Context: an optimization exercise on an open-source flow, tuned for small area, a short achievable clock period and few clock cycles per item. The choices shown serve that exercise and are no tape-out recipe. Function was checked by simulation only, so behaviour that the tests miss may differ from the original. Power figures rest on the tool's default switching activity, not on a simulated workload.

Design dense_neuron_mac, start of the top module:
module dense_neuron_mac #(
  parameter int unsigned N     = nn_pkg::N,
  parameter int unsigned FRAC  = nn_pkg::FRAC,
  parameter int unsigned LEN_W = 9,
  parameter int unsigned ACC_W = 72
) (
  input  logic                    clk,
  input  logic                    rst,
  input  logic                    start,
  input  logic        [LEN_W-1:0] len,
  input  logic signed [N-1:0]     bias,
  input  logic                    relu_en,
  input  logic                    in_valid,
  output logic                    in_ready,
  input  logic signed [N-1:0]     x,
  input  logic signed [N-1:0]     w,
  output logic                    out_valid,
  input  logic                    out_ready,
  output logic signed [N-1:0]     out,
  output logic                    sat,
  output logic                    busy,
  output logic                    done
);
export LEC_CHECK = 0
export CAP_MARGIN = 20
export CORE_MARGIN = 2
export CORE_UTILIZATION = 45
export PLACE_DENSITY = 0.72
export SLEW_MARGIN = 20
create_clock -name core_clock -period 12.0 [get_ports {clk}]
standard.sh (not shown) runs the stock make flow with config.mk's settings and CLKGATE_MAP_FILE= SYNTH_SCRIPT=/design/flow/synth_recipe.tcl, a recipe that flattens the netlist after the stock synthesis.
==> flow/flow/run.sh <==
#!/bin/bash
set -euo pipefail
bash standard.sh 'BUFFER_PORTS_ARGS=-buffer_cell sky130_fd_sc_hd__buf_2' SETUP_SLACK_MARGIN=8.6 TNS_END_PERCENT=2 SKIP_INCREMENTAL_REPAIR=1 SYNTH_ARGS=-noabc finish > flow_standard.log 2>&1
Testbench counts at the start, summed over its fixed seeds: cycles 13,071, beats 11,791.
Rerun with:
==> flow/flow/run.sh (replaced) <==
#!/bin/bash
set -euo pipefail
bash standard.sh 'BUFFER_PORTS_ARGS=-buffer_cell sky130_fd_sc_hd__buf_2' SETUP_SLACK_MARGIN=8.3 TNS_END_PERCENT=0 SKIP_INCREMENTAL_REPAIR=1 SYNTH_ARGS=-noabc finish > flow_standard.log 2>&1
- CORE_UTILIZATION: 45 -> 50
- PLACE_DENSITY: 0.72 -> default
Outcome:
- worst setup slack degrades by 100 ps
- count of clock-buffer cells in the layout came out lower by 2
- die area fell by 9.9%
- cell area drops by 0.59%
- hold slack improves by 23 ps
- core utilization rose by 5.5 points
- sequential cell count stays the same
- non-clock buffer count went down by 5
- clock power rose by about 7%
- total power climbs by 3.9%
- area after synthesis is unchanged
Rerun with:
- CORE_UTILIZATION: 50 -> 40
=> Sequential share of layout area is about the same. Total power increases slightly. Via count drops by a few percent. Count of clock-buffer cells in the layout increases by 3. Wire length came out lower by a little under a tenth. Design area stays flat.
Rerun with:
==> flow/flow/run.sh (replaced) <==
#!/bin/bash
set -euo pipefail
bash standard.sh 'BUFFER_PORTS_ARGS=-buffer_cell sky130_fd_sc_hd__buf_2' SETUP_SLACK_MARGIN=7.8 TNS_END_PERCENT=0 SKIP_INCREMENTAL_REPAIR=1 SYNTH_ARGS=-noabc finish > flow_standard.log 2>&1
- CORE_UTILIZATION: 40 -> 45
- PLACE_DENSITY: default -> 0.72
After rerunning:
- clock power went down by about 10%
- final area went down by 6.4%
- routed wire length went down by 7.9%
- die area went down by 11%
- power went down by 7.6%
- clock skew went down by 7.2 ps
- hold slack stays flat
- synthesized cell count does not change
Rerun with:
==> flow/flow/run.sh (replaced) <==
#!/bin/bash
set -euo pipefail
bash standard.sh 'BUFFER_PORTS_ARGS=-buffer_cell sky130_fd_sc_hd__buf_2' SETUP_SLACK_MARGIN=8.6 TNS_END_PERCENT=0 SKIP_INCREMENTAL_REPAIR=1 SYNTH_ARGS=-noabc finish > flow_standard.log 2>&1
- GPL_TIMING_DRIVEN: default -> 0
After rerunning: The new run finished clean. Worst hold slack got worse by 6.9 ps. Routed wire length climbs by 18%. Sequential cell count does not change. Sequential power climbs by about 0.6%. Worst setup slack improved by 510 ps.


Starting RTL as in the previous note.
clock: 12.0 ns
lec_check: 0
cap_margin: 20
core_margin: 2
core_utilization: 45
place_density: 0.72
slew_margin: 20
==> flow/flow/run.sh <==
#!/bin/bash
set -euo pipefail
bash standard.sh 'BUFFER_PORTS_ARGS=-buffer_cell sky130_fd_sc_hd__buf_2' SETUP_SLACK_MARGIN=8.6 TNS_END_PERCENT=5 SKIP_INCREMENTAL_REPAIR=1 SYNTH_ARGS=-noabc finish > flow_standard.log 2>&1
Testbench counts at the start, summed over its fixed seeds: cycles 13,071, beats 11,791.
Change:
==> flow/flow/run.sh (replaced) <==
#!/bin/bash
set -euo pipefail
bash standard.sh 'BUFFER_PORTS_ARGS=-buffer_cell sky130_fd_sc_hd__buf_2' SETUP_SLACK_MARGIN=8.3 TNS_END_PERCENT=20 SKIP_INCREMENTAL_REPAIR=1 SYNTH_ARGS=-noabc finish > flow_standard.log 2>&1
- CORE_UTILIZATION: 45 -> 50
- PLACE_DENSITY: 0.72 -> not set
Clock skew drops by 0.0043 ns.
Wire length climbs by about 10%.
Sequential power is about the same.
Clock-buffer cell count climbs by 5.
Worst hold slack improves by 0.012 ns.
Design area barely changes.
Fmax drops by about 1.4%.
Power climbs by about 3.6%.
Change:
==> flow/flow/run.sh (replaced) <==
#!/bin/bash
set -euo pipefail
bash standard.sh 'BUFFER_PORTS_ARGS=-buffer_cell sky130_fd_sc_hd__buf_2' SETUP_SLACK_MARGIN=8.6 TNS_END_PERCENT=0 SKIP_INCREMENTAL_REPAIR=1 SYNTH_ARGS=-noabc finish > flow_standard.log 2>&1
The changed run finished clean.
Area after synthesis stays the same.
Final cell count shrinks slightly.
Power shrinks by a few percent.
Final area shrinks by a few percent.
Wire length shrinks by a few percent.
Clock power shrinks by a few percent.
Maximum frequency grows by a few percent.
Worst setup slack gets better by 0.13 ns.
Core utilization shrinks by 1.5 points.
Change:
- CORE_UTILIZATION: 50 -> 45
- GPL_ROUTABILITY_DRIVEN: not set -> 0
- PLACE_DENSITY: not set -> 0.72
Result:
- The new run finished clean
- design area increases by about 0.43%
- core utilization came out lower by 5.5 points
- total power goes down by 0.77%
- area after synthesis is unchanged
- flip-flop and latch count is unchanged
- non-clock buffer count grows by 4
- via count came out lower by about 0.54%
- routed wire length goes down by about 8%
- register-to-register slack improves by 0.04 ns
- global-route usage fell by 6.5 points
- die area went up by about 11%
Change:
==> flow/flow/run.sh (replaced) <==
#!/bin/bash
set -euo pipefail
bash standard.sh 'BUFFER_PORTS_ARGS=-buffer_cell sky130_fd_sc_hd__buf_2' SETUP_SLACK_MARGIN=8.3 TNS_END_PERCENT=0 SKIP_INCREMENTAL_REPAIR=1 SYNTH_ARGS=-noabc finish > flow_standard.log 2>&1
- GPL_ROUTABILITY_DRIVEN: 0 -> not set
Effect:
- hold slack is worse by 0.0036 ns
- routed wire length decreases by a few percent
- critical path depth came out lower by 1
- final area decreases by a few percent
- utilization fell by 1.2 points
- combinational power is lower by roughly a tenth
- global-route usage came out lower by 0.60 points
- synthesized area is unchanged
Change:
==> flow/flow/run.sh (replaced) <==
#!/bin/bash
set -euo pipefail
bash standard.sh 'BUFFER_PORTS_ARGS=-buffer_cell sky130_fd_sc_hd__buf_2' SETUP_SLACK_MARGIN=8.6 TNS_END_PERCENT=0 SKIP_INCREMENTAL_REPAIR=1 SYNTH_ARGS=-noabc finish > flow_standard.log 2>&1
- PLACE_DENSITY: 0.72 -> 0.66
Outcome:
- first-iteration DRC count is about the same
- design area goes up by a few percent
- worst hold slack improves by 0.012 ns
- total power rises by a few percent
- final cell count came out higher slightly
- utilization climbs by 2.1 points
- synthesized area is unchanged
- die area stays the same
- wire length grows by a little under a tenth
- via count rose by a few percent
- global-route usage goes up by 2.5 points

port drivers added, routing unchanged:
The results above use ideal ports. As a check the final layouts listed here were re-extracted and re-timed, cells and wires unchanged. Step 1: set_driving_cell puts a clkbuf_16 on clk and a buf_2 on each other input, an assumption about the parent block. Step 2, shift: input delay + t, output delay - t, t = (earliest + latest rising clock arrival at the registers) / 2. This alone moves slack from input paths to output paths. Three values: ideal ports, drivers, drivers and shift; two values: the first two.
run	shift t [ns]	setup slack, ns	worst setup path at the end	worst slew at a driven data input, ns
the first run of note 1	0.629	8.245 / 8.245 / 8.229	input to register	0.09
the second run of note 1	0.633	8.145 / 8.145 / 7.623	input to register	0.07
the third run of note 1	0.651	8.122 / 8.122 / 8.122	register to register	0.07
the fourth run of note 1	0.621	7.572 / 7.572 / 7.572	register to register	0.05
the fifth run of note 1	0.625	8.080 / 8.080 / 8.080	register to register	0.11
the first run of note 2	0.643	8.137 / 8.137 / 8.137	register to register	0.10
the second run of note 2	0.653	8.080 / 8.080 / 8.080	register to register	0.08
the third run of note 2	0.652	8.209 / 8.209 / 8.097	input to register	0.06
the fourth run of note 2	0.627	8.247 / 8.247 / 8.241	input to register	0.12
the fifth run of note 2	0.649	8.043 / 8.043 / 7.563	input to register	0.08
the sixth run of note 2	0.635	8.177 / 8.177 / 7.759	input to register	0.04
After both steps setup and hold are still met in every run listed. The setup slack of the second run of note 1, which loses most, moves by 0.000 ns with the drivers and by -0.522 ns with both steps.
